From an optimization exercise on the open Yosys and OpenROAD flow, aimed at small area, a short achievable clock period and few clock cycles per item; shortcuts taken in it are not production practice.
RTL that was checked went through simulation tests only; none was proved equivalent to the original.
The RTL of runs 2 to 6 was laid out without a check of its function.
Power and IR drop assume default switching activity.

==> flow/design.v <==
package proc_pkg;
    localparam int unsigned ADDR_W = 24;
    localparam int unsigned DATA_W = 8;
endpackage
module dmem_array (
    input  logic         clk,
    input  logic         we,
    input  logic [7:0]   waddr,
    input  logic [7:0]   wdata,
    input  logic [3:0]   raddr_lo,
    output logic [127:0] rgrp
);
    logic [2047:0] mem;
    for (genvar i = 0; i < 256; i++) begin : g_word
        always_ff @(posedge clk) begin
            if (we && (waddr == 8'(i))) mem[8*i +: 8] <= wdata;
        end
    end
    for (genvar g = 0; g < 16; g++) begin : g_grp
        assign rgrp[8*g +: 8] = mem[128*g + 8*raddr_lo +: 8];
    end
endmodule
module data_mem_ctrl (
    input  logic        clk,
    input  logic        rst_n,
    input  logic [23:0] bus_addr_in,
    input  logic        bus_req,
    input  logic        bus_we,
    input  logic [7:0]  bus_wdata,
    output logic [7:0]  bus_rdata,
    output logic        bus_busy,
    output logic        bus_done,
    output logic        bus_err
);
    logic       s1_v;
    logic       s1_wr;
    logic       s1_err;
    logic [7:0] s1_idx;
    logic [7:0] s1_wdata;
    logic             s2_v;
    logic             s2_err;
    logic [3:0]       s2_hi;
    logic [127:0]     s2_grp;
    logic [127:0]     rgrp;
    logic       busy_q;
    logic       done_q;
    logic       err_q;
    logic [7:0] rdata_q;
    logic       oor_c;
    logic       acc_c;
    assign oor_c = |bus_addr_in[23:8];
    assign acc_c = bus_req && !busy_q;
    always_ff @(posedge clk) begin
        if (!rst_n) begin
            busy_q <= 1'b1;
            s1_v   <= 1'b0;
            s1_wr  <= 1'b0;
            s2_v   <= 1'b0;
            done_q <= 1'b0;
        end else begin
            busy_q <= 1'b0;
            s1_v   <= acc_c;
            s1_wr  <= acc_c && bus_we && !oor_c;
            s2_v   <= s1_v;
            done_q <= s2_v;
        end
    end
    always_ff @(posedge clk) begin
        s1_err   <= oor_c;
        s1_idx   <= bus_addr_in[7:0];
        s1_wdata <= bus_wdata;
        s2_err   <= s1_err;
        s2_hi    <= s1_idx[7:4];
        s2_grp   <= rgrp;
        err_q    <= s2_err;
        rdata_q  <= s2_grp[8*s2_hi +: 8];
    end
    dmem_array u_array (
        .clk      (clk),
        .we       (s1_wr),
        .waddr    (s1_idx),
        .wdata    (s1_wdata),
        .raddr_lo (s1_idx[3:0]),
        .rgrp     (rgrp)
    );
    assign bus_rdata = rdata_q;
    assign bus_busy  = busy_q;
    assign bus_done  = done_q;
    assign bus_err   = err_q;
endmodule
module data_mem_top (
    input  logic        clk,
    input  logic        rst_n,
    input  logic [23:0] addr_in,
    input  logic        req,
    input  logic        we,
    input  logic [7:0]  wdata,
    output logic [7:0]  rdata,
    output logic        busy,
    output logic        done,
    output logic        err
);
    data_mem_ctrl u_ctrl (
        .clk         (clk),
        .rst_n       (rst_n),
        .bus_addr_in (addr_in),
        .bus_req     (req),
        .bus_we      (we),
        .bus_wdata   (wdata),
        .bus_rdata   (rdata),
        .bus_busy    (busy),
        .bus_done    (done),
        .bus_err     (err)
    );
endmodule
==> flow/run.sh <==
#!/bin/bash
# synth_recipe.tcl (not shown) runs the flow's synth.tcl, then flattens the netlist and writes it again
# the make line also repeats each setting of config.mk as NAME=value (left out here)
make -C /OpenROAD-flow-scripts/flow DESIGN_CONFIG=/design/flow/config.mk WORK_HOME=/design/flow/orfs CLKGATE_MAP_FILE= SYNTH_SCRIPT=/design/flow/synth_recipe.tcl finish
==> flow/config.mk <==
export PLATFORM = sky130hd
export DESIGN_NAME = data_mem_top
export DESIGN_NICKNAME = data_mem_top
export VERILOG_FILES = /design/flow/design.v
export SDC_FILE = /design/flow/constraint.sdc
export NUM_CORES = 4
export LEC_CHECK = 0
export CAP_MARGIN = 20
export CORE_MARGIN = 2
export CORE_UTILIZATION = 45
export SLEW_MARGIN = 20
==> flow/constraint.sdc <==
create_clock -name core_clock -period 4.5 [get_ports {clk}]
set_input_delay 0.9000 -clock core_clock [delete_from_list [all_inputs] [get_ports {clk}]]
set_output_delay 0.9000 -clock core_clock [all_outputs]
set_load 0.01 [all_outputs]
==> results of run 1 <==
[final timing paths]
path | cells after the start | slack [ps] | end | startpoint
setup / recovery | 4 | 1130 | u_ctrl.u_array.mem[1174] | u_ctrl.s1_idx[2]
hold / removal | 0 | 330 | u_ctrl.err_q | u_ctrl.s2_err
setup reg to reg | 4 | 1130 | u_ctrl.u_array.mem[1174] | u_ctrl.s1_idx[2]
hold reg to reg | 0 | 330 | u_ctrl.err_q | u_ctrl.s2_err
[registers in the layout (all words and copies together), names as in the netlist]
signal and count:
u_ctrl.u_array.mem 2048, u_ctrl.s2_grp 128, u_ctrl.rdata_q 8, u_ctrl.s1_idx 8, u_ctrl.s1_wdata 8, u_ctrl.s2_hi 4
u_ctrl.busy_q 1, u_ctrl.done_q 1, u_ctrl.err_q 1, u_ctrl.s1_err 1, u_ctrl.s1_v 1, u_ctrl.s1_wr 1
u_ctrl.s2_err 1, u_ctrl.s2_v 1
[cells in the mapped netlist, types with 2 or more instances]
cell type and count:
a22oi_1 272, and2_1 4, buf_1 39, buf_2 35, buf_4 35, buf_6 15, clkbuf_1 94, dfxtp_1 164
edfxtp_1 2048, mux4_2 544, nand2_1 148, nand2b_1 2, nand3_1 21, nand4_1 6, nor2_1 257, nor2b_1 9
nor3_1 4, nor4_1 5
[per-stage QoR]
stage	total power (W)	hold slack, ps	std cells	setup WS [ps]
floorplan	0.02424	309.6	3707	265.9
global placement	0.02493	313.8	6000	1179
detailed placement	0.02494	316.0	6000	1169
CTS	0.04295	330.5	6407	1145
global route	0.04381	344.6	6408	1027
finish	0.04261	326.7	6411	1126
[metal layers]
layer  share of wire (%)  routed length [µm]  vias up  global-route usage (%)
li1                    -                   -    15769                       -
met1                  42               81690    20522                   30.41
met2                  48               93180     1450                   32.84
met3                 7.4               14320      252                   3.833
met4                 2.2                4207        0                   5.326
met5                   0                   0        -                       0
[where the power goes]
part,switching (W),internal [W]
Sequential,0.000242,0.0226
Clock,0.00778,0.0104
Combinational,0.000996,0.000665
[worst max-delay path, stage by stage (launching register included)]
cell,delay (ps)
dfxtp_1,420
nor2_4,570
nand3_2,820
buf_4,470
nor2_1,690
[cell families after synthesis]
logic type             share of synthesized area [%]
buffers and inverters                          1.353
AND/OR/NAND/NOR                                2.239
flip-flops                                     78.98
AO/OA/AOI/OAI                                  2.490
multiplexers                                   14.94
[placed cells by master (no fill, tap or decap), types with 4 or more instances in the layout]
cell type        count
nor4_1               5
nand4_1              6
dfxtp_1            152
dfxtp_4             11
nor2b_1              7
clkinv_2            54
bufinv_16           23
nor2_2               4
clkbuf_16          215
clkinvlp_4          12
a22oi_1            272
buf_12              17
edfxtp_1          2048
clkinv_4             4
nor2_1             253
clkbuf_8            12
nand2_1            148
nand3_2             12
clkinv_1            36
clkdlybuf4s50_1     46
buf_4               79
clkbuf_1            37
nand3_1              9
clkinv_16            6
mux4_2             544
[layout make-up]
cell class / count / share of cell area, %
Antenna cell: 3 / 0.008105
Clock inverter: 143 / 1.641
Clock buffer: 264 / 6.137
Multi-Input combinational cell: 1276 / 17.52
Timing Repair Buffer: 142 / 1.505
Tap cell: 2370 / 3.201
Inverter: 1 / 0.004052
Sequential cell: 2212 / 69.98
==> run notes, run 1 <==
Global route:
- After global routing the overflow that remains totals 0.
- Entering global routing, the biggest net connects 159 pins.
- The initial antenna violation count is 4.
- The number of global-route vias before repair is 38242.
- The first global-routing pass estimated 278.8 mm of wire.
- Across every metal layer, demand over resource in global routing totals 20.88%.

Drt:
- The detail route stage leaves a number of antenna-violating nets equal to 0.
- The via density per instance is 5.926.
- The average wire per cell in the routed design is 30.17 µm.
- The final route contains 37993 vias.
- The routed design has 193.4 mm of wire.
- The number of iterations in the first detailed-routing pass is 5.
- The first routing iteration left 4383 violations.
- In the routed design, unresolved DRC markers number 0.

STA:
- Of the available clock period, the critical path in the final layout requires roughly 75%.
- The worst slew margin relative to its limit is 23.27%.
- Static timing analysis puts the maximum clock frequency at 296.4 MHz.
- The number of pins with negative max-slew slack in the final report is 0.
- For the final routed database, the setup TNS stands at 0 ps.
- The final hold violation count came to 0.
- For the finished layout, the period the worst path requires is 3374 ps.
- Setup violations remaining at the end of the flow were counted as 0.
- On the final layout, the worst clock skew is 49.49 ps.
- Setup repair after global routing left no endpoint under its margin.
- For the pin with the worst max-slew slack, the measured transition is 1151 ps.

Final layout:
- In the final layout, the multi-input gates occupy 16230 µm².
- The storage element area is 64820 µm².
- In the final layout, the share of cells above drive strength 1 is between 20% and 30%.
- The number of filler instances in the final layout is 13878.
- The layout-stage area growth over the synthesis result is 12.93%.
- The final net count is 3882.
- After routing the design area is between 90000 and 100000 µm².
- Cells fill approximately half of the core in the end.

Flow run:
- The tool flagged a number of max-cap violations equal to 0.

Placement:
- After detailed placement, the total cell area comes to ~85000 µm².
- The count of buffers added on input and output ports is between 40 and 50.
- The placer's final routability congestion estimate is 0.7957.
- Detailed placement ended at an HPWL of 111.4 mm.

Die:
- The die is 430.9 µm tall.
- For this design the top-level I/O count stands at 47.
- The initial cell density of the core is a little under half.
- The number of core rows is between 150 and 200.
- The overall die width is 430.9 µm.
- The die covers 185700 µm².
- The floorplan step defined a core boundary enclosing 180900 µm².

Synth:
- The number of flops mapped to enable cells by yosys is 2048.
- Synthesis produced 3707 cells.
- The synthesized design spends more area on one cell type than any other, namely edfxtp_1.
- The number of different library cells used by synthesis comes to 23.
- The most used flip-flop cell after synthesis is edfxtp_1.
- For this run, the number of Yosys warnings is 2.
- The total standard cell area after synthesis is 82020 µm².
- Of the synthesized area, sequential elements account for about four fifths.
- Sorting the synthesized cells by area gives the leading types as edfxtp_1 (75%), mux4_2 (15%), dfxtp_1 (4.0%), a22oi_1 (2.5%), nor2_1 (1.2%).
- Dividing the synthesized area by the synthesized cell count gives 22.13 µm².
- The share of synthesized area in the top cell type comes to 74.98%.
- The fraction of registers with async set or reset after synthesis is 0%.
- Synthesis inferred 2212 register bits.

Clocking:
- The hold buffer count at cts is 0.
- The source-to-sink clock delay at the later pin of the worst-skew pair is roughly 870 ps.
- TritonCTS built the clock tree.
- The total CTS buffers is 213.
- The number of instances resized during post-cts repair is 0.
- The total clock sinks is ~2200.
- After clock tree synthesis, the clock-pin slew on the worst setup and hold paths is 60 ps.
- The clock passes through at most 3 buffers.
- The number of setup buffers added after CTS is 0.
- The H-tree was split into 4 levels.
- The cell chosen for the clock root is clkbuf_16.

Worst hold path:
- The classification of the worst-slack hold path is reg2reg.

Critical path:
- The critical path in this run is classified as reg2reg.
- The critical path endpoint category is a flop.
- At the worst endpoint, the arrival time is 3840 ps.
- The maximum net fanout on the critical path is 21.
- At the worst endpoint, the required time is ~5000 ps.
- The worst setup path is launched from a flop.

Outcome:
- The flow ran to the end and the layout has no timing, DRC or antenna violations.

Power and ir drop:
- For this design the ratio of total power to cell area is 460.1 nW/µm².
- The maximum vdd ir drop is 0.2990 mV.
- The analysis attributes to cell leakage a power of 28.80 nW.
Testbench counts, summed over its fixed seeds: cycles 4,824, items 4,800.
==> inputs of run 2 (changes only) <==
==> flow/design.v (replaced) <==
package proc_pkg;
    localparam int unsigned ADDR_W = 24;
    localparam int unsigned DATA_W = 8;
endpackage
module dmem_array (
    input  logic       clk,
    input  logic       we,
    input  logic [7:0] addr,
    input  logic [7:0] wdata,
    output logic [7:0] rdata
);
    logic [2047:0] mem;
    for (genvar i = 0; i < 256; i++) begin : g_word
        always_ff @(posedge clk) begin
            if (we && (addr == 8'(i))) mem[8*i +: 8] <= wdata;
        end
    end
    assign rdata = mem[8*addr +: 8];
endmodule
module data_mem_ctrl (
    input  logic        clk,
    input  logic        rst_n,
    input  logic [23:0] bus_addr_in,
    input  logic        bus_req,
    input  logic        bus_we,
    input  logic [7:0]  bus_wdata,
    output logic [7:0]  bus_rdata,
    output logic        bus_busy,
    output logic        bus_done,
    output logic        bus_err
);
    logic       busy_q;
    logic       done_q;
    logic       err_q;
    logic [7:0] rdata_q;
    logic [7:0] mem_rdata;
    logic       oor_c;
    logic       acc_c;
    assign oor_c = |bus_addr_in[23:8];
    assign acc_c = rst_n && bus_req && !busy_q;
    always_ff @(posedge clk) begin
        if (!rst_n) begin
            busy_q <= 1'b1;
            done_q <= 1'b0;
        end else begin
            busy_q <= 1'b0;
            done_q <= acc_c;
        end
    end
    always_ff @(posedge clk) begin
        err_q   <= oor_c;
        rdata_q <= mem_rdata;
    end
    dmem_array u_array (
        .clk   (clk),
        .we    (acc_c && bus_we && !oor_c),
        .addr  (bus_addr_in[7:0]),
        .wdata (bus_wdata),
        .rdata (mem_rdata)
    );
    assign bus_rdata = rdata_q;
    assign bus_busy  = busy_q;
    assign bus_done  = done_q;
    assign bus_err   = err_q;
endmodule
module data_mem_top (
    input  logic        clk,
    input  logic        rst_n,
    input  logic [23:0] addr_in,
    input  logic        req,
    input  logic        we,
    input  logic [7:0]  wdata,
    output logic [7:0]  rdata,
    output logic        busy,
    output logic        done,
    output logic        err
);
    data_mem_ctrl u_ctrl (
        .clk         (clk),
        .rst_n       (rst_n),
        .bus_addr_in (addr_in),
        .bus_req     (req),
        .bus_we      (we),
        .bus_wdata   (wdata),
        .bus_rdata   (rdata),
        .bus_busy    (busy),
        .bus_done    (done),
        .bus_err     (err)
    );
endmodule
--- a/flow/config.mk
+++ b/flow/config.mk
@@ -10,2 +10,3 @@
 export CORE_UTILIZATION = 45
+export SETUP_SLACK_MARGIN = 2.0
 export SLEW_MARGIN = 20
==> run notes, run 2 <==
Critical path:
- The critical path startpoint category is an input pin.
- The data required time of the worst path is 5170 ps (+200 ps).
- The critical path in this run is classified as in2reg.
- The critical path endpoint category is a flop.
- The maximum net fanout on the critical path is 8 (-62%).
- The worst endpoint data arrival time is 3260 ps (-580 ps).

Power and ir drop:
- The power per unit of standard cell area is 422.3 nW/µm² (-8.2%).
- The static leakage is 28.99 nW (+0.65%).
- The overall power of the completed layout came to 0.03993 W (-6.3%).
- The switching share of power came to 21.19% (+0.037 points).
- The part of the total power dissipated in combinational logic is 5.2% (+1.3 points).
- The clock network fraction of design power was 41.9% (-0.7 points).
- The maximum vdd ir drop is 0.4300 mV (+44%).
- The cell-internal power is 0.03147 W (-6.3%).
- The fraction of power consumed by sequential logic is 52.9% (-0.6 points).
- The switching power summed over all nets is 0.008462 W (-6.1%).

Final layout:
- The most common cell after layout, fill and taps aside is edfxtp_1.
- The largest registers in the layout are u_ctrl.u_array.mem x2048, u_ctrl.rdata_q x8.
- The flip-flop count of the largest register, all copies and words added came to 2048 (unchanged).
- The layout-stage area growth over the synthesis result is 20.39%.
- u_ctrl.u_array.mem holds more flip-flops than any other register.
- The number of filler instances in the final layout is 13124 (-5.4%).
- The utilization after layout is 54.45% (+3.3 points).
- The top cell types in the final layout, fill and taps aside, are edfxtp_1 (2048), mux4_2 (512), buf_4 (283).
- The final net count is 4008 (+3.2%).
- The layout cell share with drive strength beyond 1 came to 38.75% (+14 points).

STA:
- Setup repair after global routing could not meet its margin everywhere.
- The final hold violation count is 0 (unchanged).
- The final setup violation count was 0 (unchanged).
- The least setup slack across all paths after layout came to 1909 ps (+783.2 ps).
- The number of pins with negative max-slew slack in the final report came to 0 (unchanged).
- The final worst hold slack is 266.5 ps (-60.19 ps).
- The worst setup skew after layout is 48.25 ps (-1.241 ps).
- The portion of the clock cycle consumed by the worst path in the final layout came to 57.58% (-17 points).
- The transition time at the pin with the least slew margin is 881.3 ps (-269.6 ps).
- The final critical-path required period is 2591 ps (-783.2 ps).
- The fmax is 386.0 MHz (+30%).
- The worst slew margin relative to its limit was 41.25% (+18 points).

Clocking:
- The source-to-sink clock delay at the later pin of the worst-skew pair was 830 ps (-40 ps).
- TritonCTS built the clock tree.
- The total CTS buffers is 205 (-3.8%).
- The H-tree depth reported by CTS is 4 (unchanged).
- The clock-pin slew on the worst setup and hold paths was 60 ps (about the same).
- The cell chosen for the clock root is clkbuf_16.
- The maximum count of clock buffers along a single path is 3 (unchanged).
- The total clock sinks was 2059 (-6.9%).

Global route:
- The global-route congestion overflow total is 0 (unchanged).
- The largest net degree at the start of global routing is 111 (-30%).
- The initial antenna violation count is 4 (unchanged).
- The all-layer global routing usage is 22.55% (+1.7 points).
- The first-pass GRT wire length was 286.9 mm (+2.9%).
- The number of global-route vias before repair is 38732 (+1.3%).

Drt:
- The number of DRC markers after the initial detailed-route iteration is 4418 (+0.80%).
- The routed wire length is 202.7 mm (+4.8%).
- The number of iterations in the first detailed-routing pass came to 5 (unchanged).
- The via density per instance is 5.968 (+0.71%).
- The average wire per cell in the routed design is 31.29 µm (+3.7%).
- The remaining design rule violation count is 0 (unchanged).
- The number of antenna-violating nets in the routed design is 0 (unchanged).
- The overall via count from detail_route is 38669 (+1.8%).

Synth:
- The most used standard cell by instance count after synthesis is edfxtp_1.
- The main flop type after synthesis is edfxtp_1.
- The total standard cell area after synthesis is 78530 µm² (-4.3%).
- The part of the Yosys area used for sequential elements is 78.59% (-0.39 points).
- The number of flops mapped to enable cells by yosys came to 2048 (unchanged).
- By area the synthesized netlist is led by edfxtp_1 (78%), mux4_2 (15%), a22oi_1 (2.4%), nor2_1 (1.2%), a21oi_1 (0.82%).
- The register bit count reported by yosys came to 2059 (-6.9%).
- The number of distinct library cells after synthesis came to 28 (+22%).
- The number of instances in the synthesized netlist came to 3539 (-4.5%).
- The commonest cells after synthesis are edfxtp_1 (2048), mux4_2 (512), nor2_1 (260).
- The fraction of registers with async set or reset after synthesis was 0% (unchanged).
- The yosys synthesis warning count came to 2 (unchanged).
- The mean instance size in the synthesized netlist is 22.19 µm² (+0.29%).
- The share of the synthesized area in the top cell type is 78.31% (+3.3 points).
- The largest total area in the synthesized netlist belongs to edfxtp_1.

Die:
- The overall die width came to 421.8 µm (-2.1%).
- The die span in y is 421.8 µm (-2.1%).
- The top-level I/O count was 47 (unchanged).
- The floorplan core area is 173600 µm² (-4.0%).
- The number of core rows was 153 (-1.9%).
- The initial cell density of the core was 45.23% (-0.10 points).
- The die footprint is 177900 µm² (-4.2%).

Placement:
- The count of input and output buffers is 46 (unchanged).
- The setup slack at placement is -46.48 ps (-1216 ps).
- The placer's final routability congestion estimate came to 0.8193 (+3.0%).
- The final HPWL from detailed placement came to 123.5 mm (+11%).

Flow run:
- The number of maximum-capacitance violations is 0 (unchanged).

Worst hold path:
- The classification of the worst-slack hold path is in2reg.

Outcome:
- The run finished with no timing, DRC or antenna violations.
run 2: critical path, cell delays in order:
cell	delay, ps
buf_16	160
buf_16	190
buf_12	130
buf_6	140
buf_6	140
mux4_2	520
a22oi_2	220
a21oi_1	130
o41ai_4	550
nand4_1	130
run 2: final cells by class:
type | instances | area (µm²) | area share, %
diodes | 2 | 5.005 | 0.005293
clock buffers | 263 | 5472 | 5.787
clock inverters | 124 | 1099 | 1.162
inverters | 2 | 7.507 | 0.007940
multi-input cells | 1253 | 18390 | 19.45
flip-flops and latches | 2059 | 61740 | 65.30
well taps | 2325 | 2909 | 3.077
repair buffers | 451 | 4922 | 5.206
run 2: routing by layer:
metal | part of all wire, % | vias up | routed length, µm | global-route usage (%)
met2 | 50 | 1432 | 101000 | 36.74
met4 | 2.3 | 4 | 4731 | 5.854
li1 | - | 16033 | - | -
met3 | 6.2 | 275 | 12500 | 3.528
met1 | 42 | 20925 | 84290 | 32.03
met5 | 0.089 | - | 180 | 0
run 2: worst paths after layout:
kind / start / to / slack [ps] / depth (start not counted)
max reg2reg: u_ctrl.u_array.mem[1889] / u_ctrl.rdata_q[1] / 2080 / 5
min reg2reg: u_ctrl.busy_q / u_ctrl.done_q / 610 / 1
max: addr_in[0] / u_ctrl.rdata_q[1] / 1910 / 10
min: rst_n / u_ctrl.busy_q / 270 / 2
run 2: cells by family (layout without fill, tap and decap cells):
family	count (synthesis)	in the layout	synth area share (%)
DFF	2059	2059	78.59
and+or+nand+nor	325	325	1.711
other	0	2	0
muxes	512	512	14.68
AOI/OAI and AO/OA	416	416	3.620
buffers and inverters	227	840	1.394
run 2: power by group through the flow:
| stage | logic [W] | registers (W) | clock network, W |
|---|---|---|---|
| 2_1_floorplan | 0.000945 | 0.0215 | 0 |
| 3_3_place_gp | 0.00186 | 0.0215 | 0 |
| 3_5_place_dp | 0.00189 | 0.0215 | 0 |
| 4_1_cts | 0.00198 | 0.0211 | 0.0170 |
| 5_1_grt | 0.00217 | 0.0211 | 0.0177 |
| 6_report | 0.00207 | 0.0211 | 0.0167 |
run 2: per-stage QoR:
step | setup TNS, ps | instances | area (µm²)
final | 0 | 6479 | 94550
after global routing | 0 | 6477 | 94540
after CTS | 0 | 6420 | 93410
after detailed placement | -46.48 | 5980 | 85320
after floorplan | 0 | 3539 | 80590
after global placement | -226.2 | 5980 | 85310
run 2: what timing repair did:
action,CTS,global route
endpoints found under the setup margin,2059,619
resized for setup,192,134
setup buffers,47,52
pin swaps,32,42
gates cloned,6,5
hold endpoints to repair,0,0
hold buffers,0,0
==> inputs of run 3 (changes only) <==
--- a/flow/config.mk
+++ b/flow/config.mk
@@ -10,2 +10,4 @@
 export CORE_UTILIZATION = 45
+export CTS_BUF_LIST = sky130_fd_sc_hd__clkbuf_4 sky130_fd_sc_hd__clkbuf_8
+export CTS_CLUSTER_SIZE = 24
 export SETUP_SLACK_MARGIN = 2.0
==> run notes, run 3 <==
Final layout:
- The largest registers in the layout are u_ctrl.u_array.mem x2048, u_ctrl.rdata_q x8.
- The utilization after layout is 53.59% (-0.87 points).
- The most common cell after layout, fill and taps aside is edfxtp_1.
- The register with the most flip-flops is u_ctrl.u_array.mem.
- Leaving out fill and tap cells, the most frequent cells in the layout are edfxtp_1 (2048), mux4_2 (512), clkbuf_8 (358).
- The final net count is 4078 (+1.7%).
- The area growth from synthesis to layout is 18.48%.
- The flip-flop count of the largest register, all copies and words added is 2048 (unchanged).
- The layout cell share with drive strength beyond 1 is 39.78% (+1.0 points).
- The area of all placed cells without fillers is 93040 µm² (-1.6%).
- The number of standard cells in the layout, taps in and fillers out is 6610 (+2.0%).

Die:
- The initial cell density of the core came to 45.23% (unchanged).
- The top-level I/O count is 47 (unchanged).
- The die footprint is 177900 µm² (unchanged).
- The number of core rows is 153 (unchanged).
- The floorplan core area is 173600 µm² (unchanged).
- The die span in y is 421.8 µm (unchanged).
- The overall die width is 421.8 µm (unchanged).

Synth:
- The yosys synthesis warning count is 2 (unchanged).
- The fraction of registers with async set or reset after synthesis was 0% (unchanged).
- Yosys instantiated no cell more often than edfxtp_1.
- The share of the synthesized area in the top cell type came to 78.31% (unchanged).
- The total standard cell area after synthesis was 78530 µm² (unchanged).
- The number of flops mapped to enable cells by yosys is 2048 (unchanged).
- The synthesized design spends more area on one cell type than any other, namely edfxtp_1.
- The part of the Yosys area used for sequential elements is 78.59% (unchanged).
- The number of instances in the synthesized netlist was 3539 (unchanged).
- The main flop type after synthesis is edfxtp_1.
- By area the synthesized netlist is led by edfxtp_1 (78%), mux4_2 (15%), a22oi_1 (2.4%), nor2_1 (1.2%), a21oi_1 (0.82%).
- The mean instance size in the synthesized netlist was 22.19 µm² (unchanged).
- The register bit count reported by yosys is 2059 (unchanged).
- The number of distinct library cells after synthesis is 28 (unchanged).
- After synthesis, the most frequently instantiated cells are edfxtp_1 (2048), mux4_2 (512), nor2_1 (260).

Power and ir drop:
- The static leakage is 28.54 nW (-1.5%).
- The power per unit of standard cell area is 419.5 nW/µm² (-0.67%).
- The switching power summed over all nets came to 0.008475 W (+0.16%).
- The clock network fraction of design power is 40.9% (-1.0 points).
- The maximum vdd ir drop is 0.3326 mV (-23%).
- The part of the total power dissipated in combinational logic is 5.0% (-0.2 points).
- The switching share of power is 21.71% (+0.52 points).
- The cell-internal power is 0.03056 W (-2.9%).
- The fraction of power consumed by sequential logic came to 54.1% (+1.2 points).

Critical path:
- The internal reg-to-reg setup slack is 2040 ps (-40 ps).
- The launch point of the worst reg-to-reg path is u_ctrl.u_array.mem[1529].
- The critical path endpoint category is a flop.
- The logic depth of the worst register-to-register path is 6 (+1).
- The worst flop-to-flop path endpoint is u_ctrl.rdata_q[1].
- The critical path is of the in2reg type.
- The critical path startpoint category is an input pin.
- The critical path starts at addr_in[0].
- The data required time of the worst path was 5360 ps (+190 ps).
- The worst endpoint data arrival time is 3450 ps (+190 ps).
- In this run the worst setup path terminates at u_ctrl.rdata_q[1].
- The maximum net fanout on the critical path is 12 (+4).

Clocking:
- The clock-pin slew on the worst setup and hold paths came to 60 ps (about the same).
- The source-to-sink clock delay at the later pin of the worst-skew pair is 1040 ps (+210 ps).
- The total clock sinks came to 2059 (unchanged).
- The maximum count of clock buffers along a single path is 4 (+1).
- The hold buffer count at cts is 0 (unchanged).
- The H-tree depth reported by CTS is 5 (+1).
- The total CTS buffers is 345 (+68%).
- The cell chosen for the clock root is clkbuf_8.
- The CTS tree is built.

Flow run:
- The number of maximum-capacitance violations is 0 (unchanged).

STA:
- The portion of the clock cycle consumed by the worst path in the final layout is 57.51% (-0.068 points).
- The fmax is 386.4 MHz (+0.12%).
- The transition time at the pin with the least slew margin is 857.4 ps (-23.96 ps).
- The worst slew margin relative to its limit is 42.84% (+1.6 points).
- The number of pins with negative max-slew slack in the final report is 0 (unchanged).
- The final worst hold slack is 211.8 ps (-54.69 ps).
- The final setup violation count is 0 (unchanged).
- The final critical-path required period is 2588 ps (-3.040 ps).
- The worst setup skew after layout is 76.52 ps (+28.27 ps).
- The final hold violation count is 0 (unchanged).
- Setup repair after global routing could not meet its margin everywhere.

Worst hold path:
- The tightest min-delay check is of the in2reg type.

Drt:
- The overall via count from detail_route is 38884 (+0.56%).
- The remaining design rule violation count is 0 (unchanged).
- The average wire per cell in the routed design is 30.60 µm (-2.2%).
- The routed wire length came to 202.3 mm (-0.21%).
- The number of iterations in the first detailed-routing pass was 5 (unchanged).
- The via density per instance came to 5.883 (-1.4%).
- The number of antenna-violating nets in the routed design is 0 (unchanged).
- The number of DRC markers after the initial detailed-route iteration is 4310 (-2.4%).

Global route:
- The global-route congestion overflow total came to 0 (unchanged).
- The number of global-route vias before repair is 39697 (+2.5%).
- The all-layer global routing usage was 22.66% (+0.11 points).
- The first-pass GRT wire length is 289.2 mm (+0.81%).
- The largest net degree at the start of global routing is 111 (unchanged).
- The initial antenna violation count is 3 (-1).

Outcome:
- The flow ran to the end and the layout has no timing, DRC or antenna violations.

Placement:
- The final HPWL from detailed placement is 123.5 mm (unchanged).
- The count of input and output buffers was 46 (unchanged).
- The placer's final routability congestion estimate is 0.8193 (unchanged).
- The count of placed standard cells including taps came to 5980 (unchanged).
- The instance area after placement is 85320 µm² (unchanged).
[run 3: cell counts after synthesis]
Identical to the previous run, type by type.
[run 3: metrics by stage]
step | worst slack (ps) | total power [W] | setup TNS [ps]
final | 1912 | 0.03903 | 0
after CTS | 1920 | 0.03932 | 0
after global placement | -226.2 | 0.02339 | -226.2
after detailed placement | -46.48 | 0.02341 | -46.48
after floorplan | 1679 | 0.02246 | 0
after global routing | 1906 | 0.04023 | 0
[run 3: worst min path at each step]
| stage | start | end | slack, ps | cells past startpoint |
|---|---|---|---|---|
| 2_1_floorplan | u_ctrl.busy_q | u_ctrl.done_q | 590 | 1 |
| 3_3_place_gp | u_ctrl.busy_q | u_ctrl.done_q | 570 | 1 |
| 3_5_place_dp | u_ctrl.busy_q | u_ctrl.done_q | 580 | 1 |
| 4_1_cts | wdata[0] | u_ctrl.u_array.mem[208] | 240 | 1 |
| 5_1_grt | addr_in[12] | u_ctrl.err_q | 150 | 3 |
| 6_report | addr_in[12] | u_ctrl.err_q | 210 | 3 |
[run 3: critical path, stage by stage]
cell	delay, ps
buf_16	210
buf_4	300
mux4_2	540
a22oi_2	330
a21oi_1	270
o41ai_4	540
buf_4	230
nand4_1	80
[run 3: repair_timing]
item                                     CTS  global route
setup buffers                             16            20
pin swaps                                 18            23
endpoints found under the setup margin  1740           770
cloned                                     3             1
resized for setup                        157            43
[run 3: per-layer routing]
metal	wire [µm]	up-vias	GRT usage, %
met1	84000	20905	31.74
met2	99940	1486	36.37
met5	0	-	0
met3	12850	326	4.061
li1	-	16167	-
met4	5478	0	7.276
[run 3: power by group through the flow]
| stage | sequential (W) | clock [W] | combinational, W |
|---|---|---|---|
| 6_report | 0.0211 | 0.0160 | 0.00194 |
| 5_1_grt | 0.0211 | 0.0171 | 0.00204 |
| 4_1_cts | 0.0211 | 0.0162 | 0.00194 |
| 3_5_place_dp | 0.0215 | 0 | 0.00189 |
| 3_3_place_gp | 0.0215 | 0 | 0.00186 |
| 2_1_floorplan | 0.0215 | 0 | 0.000945 |
[run 3: kinds of logic after synthesis]
group	Yosys count	synth area share, %
and+or+nand+nor	325	1.711
AOI/OAI and AO/OA	416	3.620
buffers and inverters	227	1.394
muxes	512	14.68
DFF	2059	78.59
[run 3: cell type report]
| cell class | instances | area (µm²) |
|---|---|---|
| clock inverters | 104 | 631.9 |
| well taps | 2325 | 2909 |
| clock buffers | 479 | 5836 |
| flip-flops and latches | 2059 | 61750 |
| multi-input cells | 1253 | 17930 |
| repair buffers | 381 | 3963 |
| fillers | 13390 | 80590 |
| diodes | 7 | 17.52 |
| inverters | 2 | 7.507 |
==> inputs of run 4 (changes only) <==
--- a/flow/config.mk
+++ b/flow/config.mk
@@ -9,5 +9,6 @@
 export CORE_MARGIN = 2
-export CORE_UTILIZATION = 45
-export CTS_BUF_LIST = sky130_fd_sc_hd__clkbuf_4 sky130_fd_sc_hd__clkbuf_8
-export CTS_CLUSTER_SIZE = 24
+export CORE_UTILIZATION = 60
+export CTS_BUF_LIST = sky130_fd_sc_hd__clkbuf_8 sky130_fd_sc_hd__clkbuf_16
+export CTS_CLUSTER_DIAMETER = 150
+export CTS_CLUSTER_SIZE = 30
 export SETUP_SLACK_MARGIN = 2.0
==> run notes, run 4 <==
Final layout:
- The library cells used most frequently in the layout, excluding fill and tap cells, are edfxtp_1 (2048), mux4_2 (512), nor2_4 (211).
- The area of all placed cells without fillers is 89180 µm² (-4.1%).
- The layout cell share with drive strength beyond 1 was 35.07% (-4.7 points).
- In the final layout, the registers with the most flip-flops are u_ctrl.u_array.mem x2048, u_ctrl.rdata_q x8.
- Relative to the synthesized area, the layout overhead comes to 13.56%.
- The storage element area is 61740 µm² (about the same).
- The total area of multi-input combinational cells came to 18190 µm² (+1.5%).
- The flip-flop count of the largest register, all copies and words added came to 2048 (unchanged).
- The number of filler instances in the final layout is 7902 (-41%).
- Counting flops per register, the top entry is u_ctrl.u_array.mem.
- The final net count is 3822 (-6.3%).
- The most common cell after layout, fill and taps aside is edfxtp_1.

Global route:
- The met3 layer usage reported by global route is 5.053% (+0.99 points).
- The first-pass GRT wire length is 285.2 mm (-1.4%).
- The number of global-route vias before repair came to 38443 (-3.2%).
- The all-layer global routing usage came to 30.23% (+7.6 points).
- The global routing met2 resource utilization is 48.30% (+12 points).
- The largest net degree at the start of global routing is 124 (+12%).
- met2 is the most crowded layer.
- The initial antenna violation count was 12 (+9).
- The global-route met1 utilization is 44.05% (+12 points).
- The global-route congestion overflow total is 0 (unchanged).

Power and ir drop:
- The fraction of power consumed by sequential logic is 66.2% (+12 points).
- The static leakage was 26.71 nW (-6.4%).
- The part of the total power dissipated in combinational logic is 6.5% (+1.5 points).
- The cell-internal power is 0.02516 W (-18%).
- The switching power summed over all nets is 0.006731 W (-21%).
- The clock network fraction of design power is 27.4% (-14 points).
- The power per unit of standard cell area is 357.6 nW/µm² (-15%).
- The maximum vdd ir drop is 0.3494 mV (+5.1%).
- The switching share of power came to 21.10% (-0.61 points).
- The overall power of the completed layout is 0.03189 W (-18%).

Critical path:
- The critical path goes through buf_16 > buf_12 > buf_16 > buf_4 > mux4_2 > a22oi_1 > a21oi_1 > o41ai_2 > buf_4 > nand4_1.
- The launch point of the worst reg-to-reg path is u_ctrl.busy_q.
- The logic depth of the worst register-to-register path is 9 (+3).
- The most critical setup path has its startpoint at addr_in[0].
- The data required time of the worst path is 5080 ps (-280 ps).
- The critical path endpoint category is a flop.
- The slowest stage of the critical path belongs to the cell mux4_2.
- The type of the setup path with the least slack is in2reg.
- STA classifies the critical path startpoint as an input pin.
- The maximum net fanout on the critical path is 14 (+2).
- The worst stage delay on the critical path was 540 ps (about the same).
- On the critical path the largest part of the delay comes from compound AO/OA/AOI/OAI gates.
- The worst flop-to-flop path endpoint is u_ctrl.u_array.mem[1569].
- The internal reg-to-reg setup slack is 2050 ps (about the same).
- The buffer and inverter count on the worst path was 5 (+2).
- The worst endpoint data arrival time is 3190 ps (-260 ps).

STA:
- The final setup violation count came to 0 (unchanged).
- The accumulated negative setup slack is 0 ps (unchanged).
- The least setup slack across all paths after layout is 1896 ps (-15.96 ps).
- The final critical-path required period is 2604 ps (+15.96 ps).
- Setup repair after global routing could not meet its margin everywhere.
- The final hold violation count is 0 (unchanged).
- The final worst hold slack is 429.1 ps (+217.3 ps).
- The transition time at the pin with the least slew margin was 1023 ps (+165.3 ps).
- The number of pins with negative max-slew slack in the final report is 0 (unchanged).
- The fmax is 384.0 MHz (-0.61%).
- The worst slew margin relative to its limit was 31.82% (-11 points).
- The portion of the clock cycle consumed by the worst path in the final layout came to 57.86% (+0.35 points).
- The worst setup skew after layout was 27.51 ps (-49.01 ps).

Die:
- The initial cell density of the core was 60.57% (+15 points).
- The number of core rows was 132 (-14%).
- The die footprint is 133800 µm² (-25%).
- The floorplan core area is 129600 µm² (-25%).
- The top-level I/O count is 47 (unchanged).
- The die span in y is 365.8 µm (-13%).
- The overall die width is 365.8 µm (-13%).

Flow run:
- The number of maximum-capacitance violations is 0 (unchanged).

Clocking:
- The total clock sinks is 2059 (unchanged).
- The total CTS buffers is 78 (-77%).
- The cell sitting at the root of the clock tree is a clkbuf_16.
- The source-to-sink clock delay at the later pin of the worst-skew pair was 740 ps (-300 ps).
- The hold buffer count at cts is 0 (unchanged).
- The maximum count of clock buffers along a single path is 3 (-1).
- The H-tree depth reported by CTS is 3 (-2).
- TritonCTS built the clock tree.
- The clock-pin slew on the worst setup and hold paths is 110 ps (+50 ps).

Placement:
- The setup slack at placement is 338.1 ps (+384.6 ps).
- The final HPWL from detailed placement is 116.6 mm (-5.5%).
- The count of input and output buffers is 46 (unchanged).
- The placer's final routability congestion estimate came to 0.8296 (+1.3%).
- The instance area after placement is 83910 µm² (-1.6%).

Synth:
- The number of distinct library cells after synthesis is 28 (unchanged).
- The number of instances in the synthesized netlist is 3539 (unchanged).
- The mean instance size in the synthesized netlist is 22.19 µm² (unchanged).
- The main flop type after synthesis is edfxtp_1.
- The number of flops mapped to enable cells by yosys is 2048 (unchanged).
- Yosys instantiated no cell more often than edfxtp_1.
- The total standard cell area after synthesis is 78530 µm² (unchanged).
- The fraction of registers with async set or reset after synthesis is 0% (unchanged).
- The yosys synthesis warning count is 2 (unchanged).
- The part of the Yosys area used for sequential elements was 78.59% (unchanged).
- The share of the synthesized area in the top cell type is 78.31% (unchanged).
- Summed over all instances, the cell type with the most area after synthesis is edfxtp_1.
- After synthesis, the cell types taking the most area are edfxtp_1 (78%), mux4_2 (15%), a22oi_1 (2.4%), nor2_1 (1.2%), a21oi_1 (0.82%).
- The register bit count reported by yosys is 2059 (unchanged).
- In the synthesized netlist, the cells that appear most often are edfxtp_1 (2048), mux4_2 (512), nor2_1 (260).

Outcome:
- The run finished with no timing, DRC or antenna violations.

Drt:
- The routed wire length was 201.7 mm (-0.30%).
- The number of iterations in the first detailed-routing pass came to 5 (unchanged).
- The average wire per cell in the routed design came to 36.32 µm (+19%).
- The remaining design rule violation count came to 0 (unchanged).
- The number of antenna-violating nets in the routed design came to 0 (unchanged).
- The overall via count from detail_route is 38310 (-1.5%).
- The number of DRC markers after the initial detailed-route iteration is 5233 (+21%).
- The via density per instance is 6.900 (+17%).

Worst hold path:
- For hold timing, the worst endpoint is u_ctrl.err_q.
- The number of cells traversed by the worst hold path is 3 (unchanged).
- The hold path startpoint is addr_in[12].
- The tightest min-delay check is of the in2reg type.
-- run 4: per-stage QoR --
stage	std cells	utilization [%]
final	5552	68.79
after global routing	5552	68.79
after CTS	5507	68.19
after detailed placement	5315	64.72
after global placement	5315	64.72
after floorplan	3539	-
-- run 4: layer usage --
metal | part of all wire (%) | vias up
met5 | 0.036 | -
met3 | 8.9 | 260
met1 | 39 | 20722
met4 | 3.1 | 8
met2 | 49 | 1861
li1 | - | 15459
-- run 4: what timing repair did --
action                                  4_1_cts  5_1_grt
cloned                                       25        5
pin swaps                                    52       41
endpoints found under the hold margin         0        0
endpoints found under the setup margin     2067     1611
setup buffers                                64       39
gates resized for setup                     250       96
-- run 4: how the worst max path moves through the flow --
stage / to / slack, ps / cells after the start
finish: u_ctrl.rdata_q[2] / 1900 / 10
global route: u_ctrl.rdata_q[2] / 1860 / 9
CTS: u_ctrl.rdata_q[2] / 1960 / 9
detailed placement: u_ctrl.u_array.mem[1414] / 340 / 7
global placement: u_ctrl.rdata_q[2] / 60 / 7
floorplan: u_ctrl.u_array.mem[1448] / 1680 / 5
-- run 4: logic make-up (layout without fill, tap and decap cells) --
kind of cell,after synthesis,after routing,share of synthesized area (%)
buffers and inverters,227,495,1.394
multiplexers,512,512,14.68
other,0,1,0
flip-flops,2059,2059,78.59
AND/OR/NAND/NOR,325,327,1.711
AO/OA/AOI/OAI,416,416,3.620
-- run 4: worst register-to-register path: cells and delay by family (launching register included) --
kind | cells | cell delay (ps)
DFF | 1 | 340
buffers and inverters | 4 | 810
and+or+nand+nor | 5 | 1050
-- run 4: area by class of cell --
type,instances,share of cell area [%]
Multi-Input combinational cell,1255,20.40
Clock buffer,81,2.273
Timing Repair Buffer,390,5.538
Antenna cell,1,0.002806
Clock inverter,22,0.1066
Inverter,2,0.008418
Sequential cell,2059,69.23
Tap cell,1742,2.444
-- run 4: power groups by stage --
stage               Clock [W]  Combinational [W]  Sequential (W)
floorplan                   0           0.000945          0.0215
global placement            0            0.00178          0.0215
detailed placement          0            0.00181          0.0215
CTS                   0.00886            0.00200          0.0211
global route          0.00944            0.00216          0.0211
finish                0.00873            0.00206          0.0211
==> inputs of run 5 (changes only) <==
--- a/flow/design.v
+++ b/flow/design.v
@@ -12,8 +12,44 @@
     logic [2047:0] mem;
+    logic [255:0]  sel;
+    logic [15:0] dec_lo;
+    logic [15:0] dec_hi;
+    for (genvar k = 0; k < 16; k++) begin : g_pre
+        assign dec_lo[k] = (addr[3:0] == 4'(k));
+        assign dec_hi[k] = (addr[7:4] == 4'(k));
+    end
+    for (genvar i = 0; i < 256; i++) begin : g_dec
+        assign sel[i] = dec_hi[i / 16] && dec_lo[i % 16];
+    end
     for (genvar i = 0; i < 256; i++) begin : g_word
         always_ff @(posedge clk) begin
-            if (we && (addr == 8'(i))) mem[8*i +: 8] <= wdata;
+            if (we && sel[i]) mem[8*i +: 8] <= wdata;
         end
     end
-    assign rdata = mem[8*addr +: 8];
+    localparam int NG = 86;    
+    for (genvar b = 0; b < 8; b++) begin : g_bit
+        logic [NG-1:0] grp_n;
+        for (genvar g = 0; g < NG; g++) begin : g_grp
+            localparam int I0 = 3 * g;
+            localparam int I1 = (3 * g + 1 < 256) ? 3 * g + 1 : 255;
+            localparam int I2 = (3 * g + 2 < 256) ? 3 * g + 2 : 255;
+            dmem_aoi222 u_aoi (
+                .a0 (mem[8*I0 + b]), .s0 (sel[I0]),
+                .a1 (mem[8*I1 + b]), .s1 (sel[I1] && (I1 != I0)),
+                .a2 (mem[8*I2 + b]), .s2 (sel[I2] && (I2 != I0)),
+                .y  (grp_n[g])
+            );
+        end
+        assign rdata[b] = ~(&grp_n);
+    end
+endmodule
+module dmem_aoi222 (
+    input  logic a0,
+    input  logic s0,
+    input  logic a1,
+    input  logic s1,
+    input  logic a2,
+    input  logic s2,
+    output logic y
+);
+    assign y = ~((a0 & s0) | (a1 & s1) | (a2 & s2));
 endmodule
--- a/flow/config.mk
+++ b/flow/config.mk
@@ -9,7 +9,6 @@
 export CORE_MARGIN = 2
-export CORE_UTILIZATION = 60
-export CTS_BUF_LIST = sky130_fd_sc_hd__clkbuf_8 sky130_fd_sc_hd__clkbuf_16
-export CTS_CLUSTER_DIAMETER = 150
-export CTS_CLUSTER_SIZE = 30
+export CORE_UTILIZATION = 45
 export SETUP_SLACK_MARGIN = 2.0
 export SLEW_MARGIN = 20
+export SYNTH_HIERARCHICAL = 1
+export SYNTH_MINIMUM_KEEP_SIZE = 0
==> run notes, run 5 <==
Critical path:
- The data required time of the worst path was 5200 ps (+120 ps).
- The total stage count of the critical path is 13 (+3).
- The signal on the critical path passes through buf_6 > buf_6 > nand4_1 > buf_12 > buf_12 > buf_4 > nor2_2 > a222oi_1 > nand4_1 > nor4_4 > buf_4 > nand4_1 > or4_1.
- The worst register-to-register path ends at u_ctrl.rdata_q[4].
- The internal reg-to-reg setup slack is 1880 ps (-170 ps).
- The worst stage delay on the critical path was 540 ps (about the same).
- The critical path endpoint category is a flop.
- The logic depth of the worst register-to-register path was 5 (-4).
- The cell family contributing the most delay on the critical path is simple AND/OR/NAND/NOR gates.
- The maximum net fanout on the critical path is 8 (-6).
- The buffer and inverter count on the worst path is 6 (+1).
- STA classifies the critical path startpoint as an input pin.
- The worst endpoint data arrival time came to 3870 ps (+680 ps).
- In this run the critical register-to-register path is launched from u_ctrl.u_array.mem[1804].
- For this design, the slowest cell found on the critical path is or4_1.
- The critical path is of the in2reg type.
- The most numerous cell type found on the critical path is nand4_1.

STA:
- The final critical-path required period is 3178 ps (+573.9 ps).
- The number of pins with negative max-slew slack in the final report is 0 (unchanged).
- The least setup slack across all paths after layout was 1322 ps (-573.9 ps).
- The fmax is 314.7 MHz (-18%).
- The final hold violation count is 0 (unchanged).
- The transition time at the pin with the least slew margin was 1122 ps (+99.54 ps).
- The portion of the clock cycle consumed by the worst path in the final layout is 70.62% (+13 points).
- The worst slew margin relative to its limit is 25.19% (-6.6 points).
- The final setup violation count was 0 (unchanged).
- Setup repair after global routing could not meet its margin everywhere.
- The worst setup skew after layout was 23.73 ps (-3.778 ps).

Power and ir drop:
- The maximum vdd ir drop is 0.4190 mV (+20%).
- The power per unit of standard cell area is 421.6 nW/µm² (+18%).
- The static leakage came to 28.61 nW (+7.1%).
- The switching power summed over all nets was 0.007756 W (+15%).
- The switching share of power was 20.08% (-1.0 points).
- The cell-internal power came to 0.03087 W (+23%).
- The fraction of power consumed by sequential logic is 54.7% (-12 points).
- The overall power of the completed layout is 0.03863 W (+21%).
- The part of the total power dissipated in combinational logic is 2.8% (-3.7 points).
- The clock network fraction of design power is 42.5% (+15 points).

Clocking:
- The H-tree depth reported by CTS is 4 (+1).
- TritonCTS built the clock tree.
- The total clock sinks is 2059 (unchanged).
- The maximum count of clock buffers along a single path is 3 (unchanged).
- The clock-pin slew on the worst setup and hold paths is 60 ps (-50 ps).
- The cell chosen for the clock root is clkbuf_16.
- The total CTS buffers was 199 (+160%).
- The source-to-sink clock delay at the later pin of the worst-skew pair came to 830 ps (+90 ps).

Drt:
- The number of iterations in the first detailed-routing pass is 14 (+9).
- The number of antenna-violating nets in the routed design is 0 (unchanged).
- The via density per instance is 6.366 (-7.7%).
- The routed wire length came to 205.2 mm (+1.8%).
- The remaining design rule violation count came to 0 (unchanged).
- The overall via count from detail_route is 43386 (+13%).
- The average wire per cell in the routed design is 30.12 µm (-17%).
- The number of DRC markers after the initial detailed-route iteration is 7878 (+51%).

Worst hold path:
- The hold path startpoint is addr_in[19].
- The destination of the worst hold path is u_ctrl.err_q.
- The number of cells traversed by the worst hold path was 3 (unchanged).
- The classification of the worst-slack hold path is in2reg.

Flow run:
- The number of maximum-capacitance violations is 0 (unchanged).

Die:
- The floorplan core area came to 160600 µm² (+24%).
- The die footprint came to 164800 µm² (+23%).
- The top-level I/O count was 47 (unchanged).
- The initial cell density of the core came to 45.29% (-15 points).
- The overall die width was 406.0 µm (+11%).
- The die span in y came to 406.0 µm (+11%).
- The number of core rows was 147 (+11%).

Outcome:
- The run finished with no timing, DRC or antenna violations.

Placement:
- The final HPWL from detailed placement is 126.7 mm (+8.6%).
- The count of input and output buffers came to 46 (unchanged).
- The setup slack at placement is -417.7 ps (-755.8 ps).
- The placer's final routability congestion estimate is 0.8581 (+3.4%).
- The instance area after placement is 82040 µm² (-2.2%).

Synth:
- The most used flip-flop cell after synthesis is edfxtp_1.
- The number of flops mapped to enable cells by yosys is 2048 (unchanged).
- The register bit count reported by yosys is 2059 (unchanged).
- Sorting the synthesized cells by area gives the leading types as edfxtp_1 (85%), a222oi_1 (9.5%), nor2_1 (2.7%), nand4_1 (1.6%), dfxtp_1 (0.30%).
- The total standard cell area after synthesis was 72720 µm² (-7.4%).
- The fraction of registers with async set or reset after synthesis is 0% (unchanged).
- The part of the Yosys area used for sequential elements is 84.88% (+6.3 points).
- The yosys synthesis warning count is 8 (+6).
- In the post-synthesis netlist, the cell with the most instances is edfxtp_1.
- The number of distinct library cells after synthesis came to 18 (-36%).
- The mean instance size in the synthesized netlist is 19.91 µm² (-10%).
- Ranked by instance count, the synthesized netlist is headed by edfxtp_1 (2048), a222oi_1 (688), nor2_1 (515).
- The share of the synthesized area in the top cell type is 84.57% (+6.3 points).
- The number of instances in the synthesized netlist was 3652 (+3.2%).
- The largest area contributor in the synthesized netlist is edfxtp_1.

Global route:
- The largest net degree at the start of global routing is 125 (+0.81%).
- The number of global-route vias before repair is 41932 (+9.1%).
- The all-layer global routing usage came to 24.54% (-5.7 points).
- The global-route congestion overflow total is 0 (unchanged).
- The first-pass GRT wire length came to 292.9 mm (+2.7%).
- The initial antenna violation count was 1 (-11).

Final layout:
- The register with the most flip-flops is u_ctrl.u_array.mem.
- The top cell types in the final layout, fill and taps aside, are edfxtp_1 (2048), a222oi_1 (688), buf_4 (505).
- The layout cell share with drive strength beyond 1 was 30.81% (-4.3 points).
- The layout-stage area growth over the synthesis result is 26.00%.
- The flip-flop count of the largest register, all copies and words added is 2048 (unchanged).
- The final net count was 4533 (+19%).
- The library cell used most frequently in the layout, excluding fill and tap cells, is edfxtp_1.
- The area of all placed cells without fillers is 91620 µm² (+2.7%).
- The largest registers in the layout are u_ctrl.u_array.mem x2048, u_ctrl.rdata_q x8.
run 5: cell types whose count changed in the layout (fill, tap and decap cells not counted), sizes merged, moves of 21 or more:
cell / before / now
a22oi: 256 / 0
bufinv: 0 / 21
buf: 337 / 686
nor4: 4 / 36
nand4: 9 / 185
a21oi: 128 / 0
a222oi: 0 / 688
clkinv: 1 / 79
o41ai: 32 / 0
clkbuf: 102 / 255
mux4: 512 / 0
nor2: 260 / 517
run 5: timing repair:
action / in CTS / in global routing
pin swaps: 188 / 93
setup buffers: 109 / 38
endpoints found under the hold margin: 0 / 0
resized for setup: 380 / 106
hold buffers: 0 / 0
setup endpoints to repair: 2059 / 254
gates cloned: 9 / 1
run 5: stage by stage:
stage,instances,TNS (ps),hold WS (ps),util [%]
floorplan,3667,0,463.8,-
global placement,6299,-2129,450.5,51.10
detailed placement,6299,-2161,463.4,51.10
CTS,6775,0,361.2,56.65
global route,6814,0,356.1,57.06
finish,6815,0,365.6,57.06
run 5: area by class of cell:
class | instances | area (µm²)
fill | 11820 | 68950
sequential | 2059 | 61740
multi-input combinational | 1519 | 13660
timing repair buffer | 716 | 7144
clock buffer | 244 | 5233
tap | 2160 | 2703
clock inverter | 114 | 1140
inverter | 2 | 7.507
antenna | 1 | 2.502
run 5: worst min-delay path: stages:
cell and delay [ps]:
buf_6 80, nor4_4 40, nand4_1 120
run 5: worst max-delay path by stage:
stage                     from  slack (ps)                end
CTS                 addr_in[5]        1450  u_ctrl.rdata_q[5]
floorplan           addr_in[5]        1440  u_ctrl.rdata_q[0]
global route        addr_in[1]        1310  u_ctrl.rdata_q[2]
finish              addr_in[1]        1320  u_ctrl.rdata_q[2]
detailed placement  addr_in[3]        -420  u_ctrl.rdata_q[0]
global placement    addr_in[4]        -420  u_ctrl.rdata_q[0]
run 5: per-layer routing:
metal | up-vias | routed length (µm) | global-route usage [%]
li1 | 18218 | - | -
met4 | 0 | 5623 | 7.370
met1 | 22453 | 82170 | 35.15
met2 | 2439 | 98850 | 39.03
met3 | 276 | 18590 | 3.851
met5 | - | 0 | 0
run 5: power by group through the flow:
stage	combinational [W]	sequential [W]	clock [W]
finish	0.00110	0.0211	0.0164
global route	0.00114	0.0211	0.0173
CTS	0.00107	0.0211	0.0166
detailed placement	0.000949	0.0215	0
global placement	0.000934	0.0215	0
floorplan	0.000193	0.0215	0
run 5: Yosys stat by module, one instance, submodules excluded, excerpt:
| module | copies in the design | area [µm²] |
|---|---|---|
| dmem_aoi222 | 688 | 10.01 |
| data_mem_ctrl | 1 | 284.0 |
| dmem_array | 1 | 65550 |
run 5: logic make-up after synthesis:
kind of cell / after synthesis / synth area share (%)
flops: 2059 / 84.88
other cells: 1 / 0.005157
simple gates: 812 / 5.129
buf+inv: 92 / 0.5179
compound gates: 688 / 9.471
==> inputs of run 6 (changes only) <==
==> flow/design.v (replaced) <==
package proc_pkg;
    localparam int unsigned ADDR_W = 24;
    localparam int unsigned DATA_W = 8;
endpackage
module dmem_array (
    input  logic        clk,
    input  logic        we,
    input  logic [7:0]  addr,
    input  logic [7:0]  wdata,
    output logic [127:0] rgrp
);
    logic [2047:0] mem;
    for (genvar i = 0; i < 256; i++) begin : g_word
        always_ff @(posedge clk) begin
            if (we && (addr == 8'(i))) mem[8*i +: 8] <= wdata;
        end
    end
    for (genvar g = 0; g < 16; g++) begin : g_grp
        assign rgrp[8*g +: 8] = mem[128*g + 8*addr[3:0] +: 8];
    end
endmodule
module data_mem_ctrl (
    input  logic        clk,
    input  logic        rst_n,
    input  logic [23:0] bus_addr_in,
    input  logic        bus_req,
    input  logic        bus_we,
    input  logic [7:0]  bus_wdata,
    output logic [7:0]  bus_rdata,
    output logic        bus_busy,
    output logic        bus_done,
    output logic        bus_err
);
    logic        busy_q;
    logic        s1_v;
    logic        s1_err;
    logic [3:0]  s1_grp;
    logic [127:0] s1_cand;
    logic        done_q;
    logic        err_q;
    logic [7:0]  rdata_q;
    logic [127:0] rgrp;
    logic        oor_c;
    logic        acc_c;
    assign oor_c = |bus_addr_in[23:8];
    assign acc_c = rst_n && bus_req && !busy_q;
    always_ff @(posedge clk) begin
        if (!rst_n) begin
            busy_q <= 1'b1;
            s1_v   <= 1'b0;
            done_q <= 1'b0;
        end else begin
            busy_q <= 1'b0;
            s1_v   <= acc_c;
            done_q <= s1_v;
        end
    end
    always_ff @(posedge clk) begin
        s1_err   <= oor_c;
        s1_grp   <= bus_addr_in[7:4];
        s1_cand  <= rgrp;
        err_q    <= s1_err;
        rdata_q  <= s1_cand[8*s1_grp +: 8];
    end
    dmem_array u_array (
        .clk    (clk),
        .we     (acc_c && bus_we && !oor_c),
        .addr   (bus_addr_in[7:0]),
        .wdata  (bus_wdata),
        .rgrp   (rgrp)
    );
    assign bus_rdata = rdata_q;
    assign bus_busy  = busy_q;
    assign bus_done  = done_q;
    assign bus_err   = err_q;
endmodule
module data_mem_top (
    input  logic        clk,
    input  logic        rst_n,
    input  logic [23:0] addr_in,
    input  logic        req,
    input  logic        we,
    input  logic [7:0]  wdata,
    output logic [7:0]  rdata,
    output logic        busy,
    output logic        done,
    output logic        err
);
    data_mem_ctrl u_ctrl (
        .clk         (clk),
        .rst_n       (rst_n),
        .bus_addr_in (addr_in),
        .bus_req     (req),
        .bus_we      (we),
        .bus_wdata   (wdata),
        .bus_rdata   (rdata),
        .bus_busy    (busy),
        .bus_done    (done),
        .bus_err     (err)
    );
endmodule
--- a/flow/config.mk
+++ b/flow/config.mk
@@ -9,6 +9,7 @@
 export CORE_MARGIN = 2
-export CORE_UTILIZATION = 45
-export SETUP_SLACK_MARGIN = 2.0
+export CORE_UTILIZATION = 60
+export CTS_BUF_LIST = sky130_fd_sc_hd__clkbuf_8 sky130_fd_sc_hd__clkbuf_16
+export CTS_CLUSTER_DIAMETER = 120
+export CTS_CLUSTER_SIZE = 24
+export SETUP_SLACK_MARGIN = 2.3
 export SLEW_MARGIN = 20
-export SYNTH_HIERARCHICAL = 1
-export SYNTH_MINIMUM_KEEP_SIZE = 0
==> run notes, run 6 <==
Synth:
- The number of flops mapped to enable cells by yosys is 2048 (unchanged).
- The number of distinct library cells after synthesis is 25 (+7).
- The part of the Yosys area used for sequential elements is 78.41% (-6.5 points).
- The fraction of registers with async set or reset after synthesis came to 0% (unchanged).
- The main flop type after synthesis is edfxtp_1.
- The total standard cell area after synthesis is 82140 µm² (+13%).
- The mean instance size in the synthesized netlist is 21.90 µm² (+10%).
- The most used standard cell by instance count after synthesis is edfxtp_1.
- After synthesis, the most frequently instantiated cells are edfxtp_1 (2048), mux4_2 (544), a22oi_1 (272).
- The number of instances in the synthesized netlist is 3751 (+2.7%).
- The biggest area contributor in the post-synthesis netlist is edfxtp_1.
- The yosys synthesis warning count was 2 (-6).
- By area the synthesized netlist is led by edfxtp_1 (75%), mux4_2 (15%), dfxtp_1 (3.5%), a22oi_1 (2.5%), nor3_1 (1.6%).
- The register bit count reported by yosys came to 2193 (+6.5%).
- The share of the synthesized area in the top cell type was 74.88% (-9.7 points).

Power and ir drop:
- The static leakage is 34.11 nW (+19%).
- The power per unit of standard cell area is 356.4 nW/µm² (-15%).
- The overall power of the completed layout came to 0.03476 W (-10%).
- The maximum vdd ir drop is 0.4503 mV (+7.5%).

Clocking:
- The H-tree depth reported by CTS is 3 (-1).
- The maximum count of clock buffers along a single path was 3 (unchanged).
- The total CTS buffers came to 101 (-49%).
- The clock-pin slew on the worst setup and hold paths is 90 ps (+30 ps).
- The source-to-sink clock delay at the later pin of the worst-skew pair is 750 ps (-80 ps).
- The total clock sinks is 2193 (+6.5%).
- The CTS tree is built.
- The cell chosen for the clock root is clkbuf_16.

STA:
- The portion of the clock cycle consumed by the worst path in the final layout was 49.56% (-21 points).
- The final setup violation count came to 0 (unchanged).
- Setup repair after global routing could not meet its margin everywhere.
- The worst setup skew after layout is 25.62 ps (+1.891 ps).
- The worst slew margin relative to its limit came to 37.25% (+12 points).
- The final critical-path required period came to 2230 ps (-947.6 ps).
- The transition time at the pin with the least slew margin is 941.2 ps (-181.0 ps).
- The final hold violation count is 0 (unchanged).
- The fmax came to 448.4 MHz (+42%).
- The number of pins with negative max-slew slack in the final report is 0 (unchanged).
- The accumulated negative setup slack is 0 ps (unchanged).

Final layout:
- The final net count is 4272 (-5.8%).
- The register with the most flip-flops is u_ctrl.u_array.mem.
- The antenna diode instance count came to 0 (-1).
- In the layout the commonest cells are edfxtp_1 (2048), mux4_2 (544), buf_4 (295).
- The most common cell after layout, fill and taps aside is edfxtp_1.
- The number of filler instances in the final layout is 7769 (-34%).
- The area of all placed cells without fillers came to 97510 µm² (+6.4%).
- The total area of multi-input combinational cells is 19470 µm² (+43%).
- The utilization after layout is 71.89% (+15 points).
- The largest registers in the layout are u_ctrl.u_array.mem x2048, u_ctrl.s1_cand x128, u_ctrl.rdata_q x8.
- The storage element area was 64410 µm² (+4.3%).
- The layout-stage area growth over the synthesis result is 18.72%.
- The layout cell share with drive strength beyond 1 was 36.85% (+6.0 points).
- The flip-flop count of the largest register, all copies and words added is 2048 (unchanged).

Critical path:
- The library cell contributing the largest single delay on the critical path is buf_6.
- The type of the setup path with the least slack is in2reg.
- The buffer and inverter count on the worst path came to 2 (-4).
- The maximum net fanout on the critical path is 52 (+44).
- The cell family contributing the most delay on the critical path is buffers and inverters.
- The worst endpoint data arrival time is 2820 ps (-1050 ps).
- The data required time of the worst path is 5090 ps (-110 ps).
- Traced cell by cell, the critical path runs through buf_12 > buf_6 > mux4_2 > a22oi_1 > nand2_1.
- The critical path endpoint category is a flop.
- The worst stage delay on the critical path is 530 ps (about the same).
- The critical path startpoint category is an input pin.

Die:
- The top-level I/O count came to 47 (unchanged).
- The number of core rows is 135 (-8.2%).
- The initial cell density of the core is 60.56% (+15 points).
- The die footprint is 139900 µm² (-15%).
- The die span in y is 374.0 µm (-7.9%).
- The overall die width is 374.0 µm (-7.9%).
- The floorplan core area is 135600 µm² (-16%).

Flow run:
- The number of maximum-capacitance violations is 0 (unchanged).

Placement:
- The instance area after placement was 87910 µm² (+7.2%).
- The final HPWL from detailed placement was 114.1 mm (-9.9%).
- The placer's final routability congestion estimate came to 0.8354 (-2.6%).
- The count of input and output buffers is 46 (unchanged).

Worst hold path:
- The classification of the worst-slack hold path is reg2reg.

Drt:
- The overall via count from detail_route is 41913 (-3.4%).
- The routed wire length was 216.5 mm (+5.5%).
- The number of iterations in the first detailed-routing pass is 5 (-9).
- The number of DRC markers after the initial detailed-route iteration is 5980 (-24%).
- The remaining design rule violation count is 0 (unchanged).
- The via density per instance is 6.866 (+7.9%).
- The average wire per cell in the routed design is 35.46 µm (+18%).
- The number of antenna-violating nets in the routed design was 0 (unchanged).

Global route:
- The first-pass GRT wire length is 304.2 mm (+3.9%).
- The initial antenna violation count is 2 (+1).
- The all-layer global routing usage was 30.82% (+6.3 points).
- The global-route congestion overflow total is 0 (unchanged).
- The largest net degree at the start of global routing is 106 (-15%).
- The number of global-route vias before repair was 41748 (-0.44%).

Outcome:
- The run finished with no timing, DRC or antenna violations.
## run 6: report_power, final
| part | internal, W | total (W) | switching [W] | leakage, nW |
|---|---|---|---|---|
| Combinational | 0.000786 | 0.00209 | 0.00130 | 12.8 |
| Clock | 0.00420 | 0.0102 | 0.00600 | 1.73 |
| Sequential | 0.0224 | 0.0225 | 0.0000911 | 19.6 |
| Total | 0.0274 | 0.0348 | 0.00740 | 34.1 |
## run 6: metrics by stage
step | std cells | worst slack (ps) | hold slack, ps
2_1_floorplan | 3751 | 1630 | 309.6
3_3_place_gp | 5506 | 702.9 | 319.5
3_5_place_dp | 5506 | 693.9 | 314.3
4_1_cts | 6084 | 2175 | 342.3
5_1_grt | 6104 | 2235 | 345.1
6_report | 6104 | 2270 | 340.0
## run 6: cell families after synthesis
family	count (synthesis)	share of synthesized area (%)
flip-flops	2193	78.41
buffers and inverters	247	1.354
AND/OR/NAND/NOR	495	2.833
AO/OA/AOI/OAI	272	2.486
multiplexers	544	14.92
## run 6: final timing paths
check             depth (start not counted)          start  slack [ps]                       to
hold reg to reg                           0  u_ctrl.s1_err         340             u_ctrl.err_q
hold / removal                            0  u_ctrl.s1_err         340             u_ctrl.err_q
setup reg to reg                          9  u_ctrl.busy_q        2320  u_ctrl.u_array.mem[533]
setup / recovery                          5     addr_in[1]        2270       u_ctrl.s1_cand[60]
## run 6: worst register-to-register path: stages, from the launching register on
cell and delay [ps]:
dfxtp_2 330, and4b_1 250, nand4_1 110, buf_6 180, buf_12 160, buf_16 190
buf_6 170, buf_16 150, nor3_4 210, buf_6 150
## run 6: layout make-up
cell class | instances | share of cell area [%]
inverters | 1 | 0.003849
multi-input cells | 1311 | 19.97
repair buffers | 628 | 8.666
clock inverters | 87 | 0.3734
flip-flops and latches | 2193 | 66.06
clock buffers | 103 | 2.643
well taps | 1781 | 2.285
## run 6: what timing repair did
action	CTS	global route
hold buffers	0	0
pin swaps	206	34
setup buffers	344	8
hold endpoints to repair	0	0
endpoints found under the setup margin	2192	1767
gates resized for setup	295	96
cloned	44	12
## run 6: layer usage
| layer | up-vias | track usage, % | share of wire (%) |
|---|---|---|---|
| met4 | 2 | 9.144 | 3.5 |
| met5 | - | 0 | 0.0046 |
| met2 | 2521 | 47.91 | 48 |
| met3 | 305 | 5.448 | 9.9 |
| met1 | 22297 | 45.86 | 39 |
| li1 | 16788 | - | - |

afterwards: timing with drivers on the ports:
No port has a modelled driver above. Below, the same layouts with a new extraction and two added sets of constraints.
Step 1 assumes that a clkbuf_16 drives the clock port and a buf_2 every other input.
Step 2 adds t to the input delays and takes it off the output delays; t is the mean of the earliest and latest rising clock arrival at the registers after step 1. Input paths then give back, and output paths get back, about the clock's delay inside the block.
a / b / c = ideal ports / drivers / drivers and shift; a / b = the first two.
run	shift t [ns]	setup WS [ns]	worst hold slack (ns)	worst setup path after step 2	worst slew at a driven data input, ns
run 1	0.924	1.126 / 1.126 / 1.126	0.327 / 0.327 / 0.327	register to register	0.11
run 2	0.893	1.909 / 1.720 / 0.827	0.267 / 0.207 / 0.611	input to register	0.28
run 3	1.077	1.912 / 1.793 / 0.716	0.212 / 0.166 / 0.616	input to register	0.20
run 4	0.805	1.896 / 1.648 / 0.842	0.429 / 0.370 / 0.708	input to register	0.38
run 5	0.906	1.322 / 1.368 / 0.462	0.366 / 0.319 / 0.470	input to register	0.07
run 6	0.815	2.270 / 2.034 / 1.219	0.340 / 0.340 / 0.340	input to register	0.43
After both steps every run listed still meets setup and hold. The setup slack of run 3, which loses most, moves by -0.119 ns with the drivers and by -1.196 ns with both steps.
